From an optimization exercise on the open Yosys and OpenROAD flow, aimed at small area, a short achievable clock period and few clock cycles per item; shortcuts taken in it are not production practice. At most, simulation tests tie the RTL to the original design; equivalence was not proved. Power and IR drop assume default switching activity.

Setup of JK:
==> flow/design.v (excerpt) <==
module exact_pattern_stream_matcher (
	input  logic                       clk,
	input  logic                       arst_n,
	input  logic                       in_valid,
	output logic                       in_stall,
	input  logic [1:0]                 func,
	input  logic [epsm_pkg::SYM_W-1:0] symbol,
	output logic                       out_valid,
	input  logic                       out_stall,
	output logic [epsm_pkg::IDX_W-1:0] match_start,
	output logic                       pattern_overflow
);
Settings: LEC_CHECK=0, ABC_CLOCK_PERIOD_IN_PS=2000, CAP_MARGIN=20, CORE_MARGIN=2, CORE_UTILIZATION=40, SETUP_SLACK_MARGIN=2.8, SLEW_MARGIN=20; clock period 5.0 ns.
run.sh (not shown) runs the stock make flow with config.mk's settings and CLKGATE_MAP_FILE= SYNTH_SCRIPT=/design/flow/synth_recipe.tcl, a recipe that flattens the netlist after the stock synthesis.
JK completed; timing, DRC and antenna clean
Edits applied to the flow inputs when going from JK to MS:
Settings: a deleted SETUP_SLACK_MARGIN that had been 2.8; a deleted ABC_CLOCK_PERIOD_IN_PS that had been 2000.
### Flow results
| sum of negative setup slack | JK vs MS | ≈ equal |. Non-clock buffer count went down by more than a quarter going from JK to MS. Diff JK..MS | hold buffer count at CTS | unchanged. Vias after detailed routing delta for MS relative to JK: about 2% lower.
No run of this note included a check of the RTL's function; only the layout flow was run.


exact_pattern_stream_matcher, a different RTL version from the one above (not shown whole).
For scale: roughly 1300 flip-flops, ~49 I/O pins, about 37000 um^2 of cells after synthesis.
Settings: LEC_CHECK=0, CAP_MARGIN=20, CORE_MARGIN=2, CORE_UTILIZATION=70, CTS_CLUSTER_DIAMETER=70, CTS_CLUSTER_SIZE=28, PLACE_DENSITY=0.8, SETUP_SLACK_MARGIN=2.85, SLEW_MARGIN=20; clock period 5.0 ns.
The baseline passed the timing, DRC and antenna checks.
Testbench counts at the start, summed over its fixed seeds: cycles 23,488, items 23,488.
Rerun with:
Settings changed: CORE_UTILIZATION 70 to 60, CTS_CLUSTER_DIAMETER 70 to 100, PLACE_DENSITY 0.8 to not set, SETUP_SLACK_MARGIN 2.85 to 2.9.
What happened: Count of clock-buffer cells in the layout rose by 2; worst setup slack gets worse by 0.043 ns; design area rose slightly; hold slack stays flat; total power fell slightly; cell count rose by a few percent; combinational power rose by a few percent; synthesized area does not change; non-clock buffer count rose by 32; die area rose by about a fifth; synthesized cell count does not change.
Rerun with:
Settings changed: CORE_UTILIZATION 60 to 40, CTS_CLUSTER_SIZE 28 to 33.
After rerunning: Area after synthesis is unchanged. Clock power came out lower by about 6%. Total power came out lower by 0.82%. Global-route usage came out lower by 7.9 points. Hold slack is worse by 0.0052 ns. Routed wire length came out lower by 0.37%. Core utilization came out lower by 22 points.
Rerun with:
Settings changed: CTS_CLUSTER_SIZE 33 to 28, SETUP_SLACK_MARGIN 2.9 to 2.6.
Effect:
- The changed run produced a clean layout
- clock-buffer cell count went up by 9
- combinational power drops by about a fifth
- sequential power stays flat
- final cell count goes down slightly


Setup of job 8009:
exact_pattern_stream_matcher again, from the RTL that the note above started with.
Settings: LEC_CHECK=0, CAP_MARGIN=20, CORE_MARGIN=2, CORE_UTILIZATION=60, CTS_CLUSTER_DIAMETER=100, CTS_CLUSTER_SIZE=28, PLACE_DENSITY=0.72, SETUP_SLACK_MARGIN=2.7, SLEW_MARGIN=20; clock period 5.0 ns.
Testbench counts of job 8009, summed over its fixed seeds: cycles 23,488, items 23,488.
Relative to job 8009, the following input files were edited for job 1022:
Settings: SETUP_SLACK_MARGIN: 2.7 -> 2.75; PLACE_DENSITY: 0.72 -> unset; CORE_UTILIZATION: 60 -> 40.
==> comparison <==
- In summary, job 1022 completed successfully, with a layout that passed the timing, DRC and antenna checks.
- Job 8009 closes out successfully: all stages finished, all timing, DRC and antenna checks passed.
- Between job 1022 and job 8009, global-route usage is lower for job 1022, job 8009 comes in above that.
- Comparing job 8009 with job 1022, the clock period minus worst slack came out essentially unchanged.
- The internal power consumption on job 1022 is in line with that on job 8009.
- Fmax delta (job 8009 -> job 1022): insignificant
- [compare] base=job 8009 new=job 1022: summed instance area of the synthesized netlist now sits at about the same level; hold slack lower; global-route wire length before repair now smaller; met2 track demand over resource in global routing fell 15 points.
For job 2718, these inputs were changed with respect to job 1022:
Settings: changing CORE_UTILIZATION from 40 to 60; changing CTS_CLUSTER_DIAMETER from 100 to 80; setting PLACE_DENSITY to 0.72 for the first time; changing SETUP_SLACK_MARGIN from 2.75 to 2.9.
- Taking job 1022 as the reference, in job 2718 vertical extent of the die fell by 56 um; final hold violation count has remained practically unchanged.
- Taking job 1022 as the reference, in job 2718 met3 usage went up 1.6 points, peak supply drop rose by about 6%, storage element area essentially unchanged.
- Of the two values seen for highest metal layer used by the detailed router, met5 was produced by job 2718 and met4 by job 1022.

## what the ideal ports hide
The results above use ideal ports. As a check the final layouts listed here were re-extracted and re-timed, cells and wires unchanged. Step 1 (the two cells are an assumption about what drives the block):
set clk [get_ports {clk}]
set_driving_cell -lib_cell sky130_fd_sc_hd__clkbuf_16 $clk
set_driving_cell -lib_cell sky130_fd_sc_hd__buf_2 [delete_from_list [all_inputs] $clk]
Step 2 also shifts input and output timing later by t, the mid clock arrival at the registers, as if the neighbouring blocks saw the same clock. Slacks: ideal ports / drivers / drivers and shift; pairs: ideal ports / drivers.
run	t (ns)	slack for setup (ns)	worst register clock-pin slew, ns	cell pins on the clock port's net
JK	0.740	2.331 / 2.331 / 2.037	0.07 / 0.07	1
MS	0.755	1.761 / 1.761 / 1.761	0.07 / 0.07	1
the first run of note 2	0.716	2.761 / 2.697 / 2.273	0.13 / 0.13	1
the second run of note 2	0.702	2.718 / 2.654 / 2.268	0.11 / 0.11	1
the third run of note 2	0.705	2.748 / 2.681 / 2.281	0.13 / 0.13	1
the fourth run of note 2	0.700	2.678 / 2.617 / 2.053	0.11 / 0.11	1
job 8009	0.708	2.705 / 2.643 / 2.226	0.11 / 0.11	1
job 1022	0.711	2.705 / 2.643 / 2.296	0.12 / 0.12	1
job 2718	0.711	2.722 / 2.663 / 2.282	0.11 / 0.11	1
After both steps setup and hold are still met in every run listed. For the fourth run of note 2, which loses most, drivers alone change the setup slack by -0.061 ns; drivers and shift together by -0.625 ns.
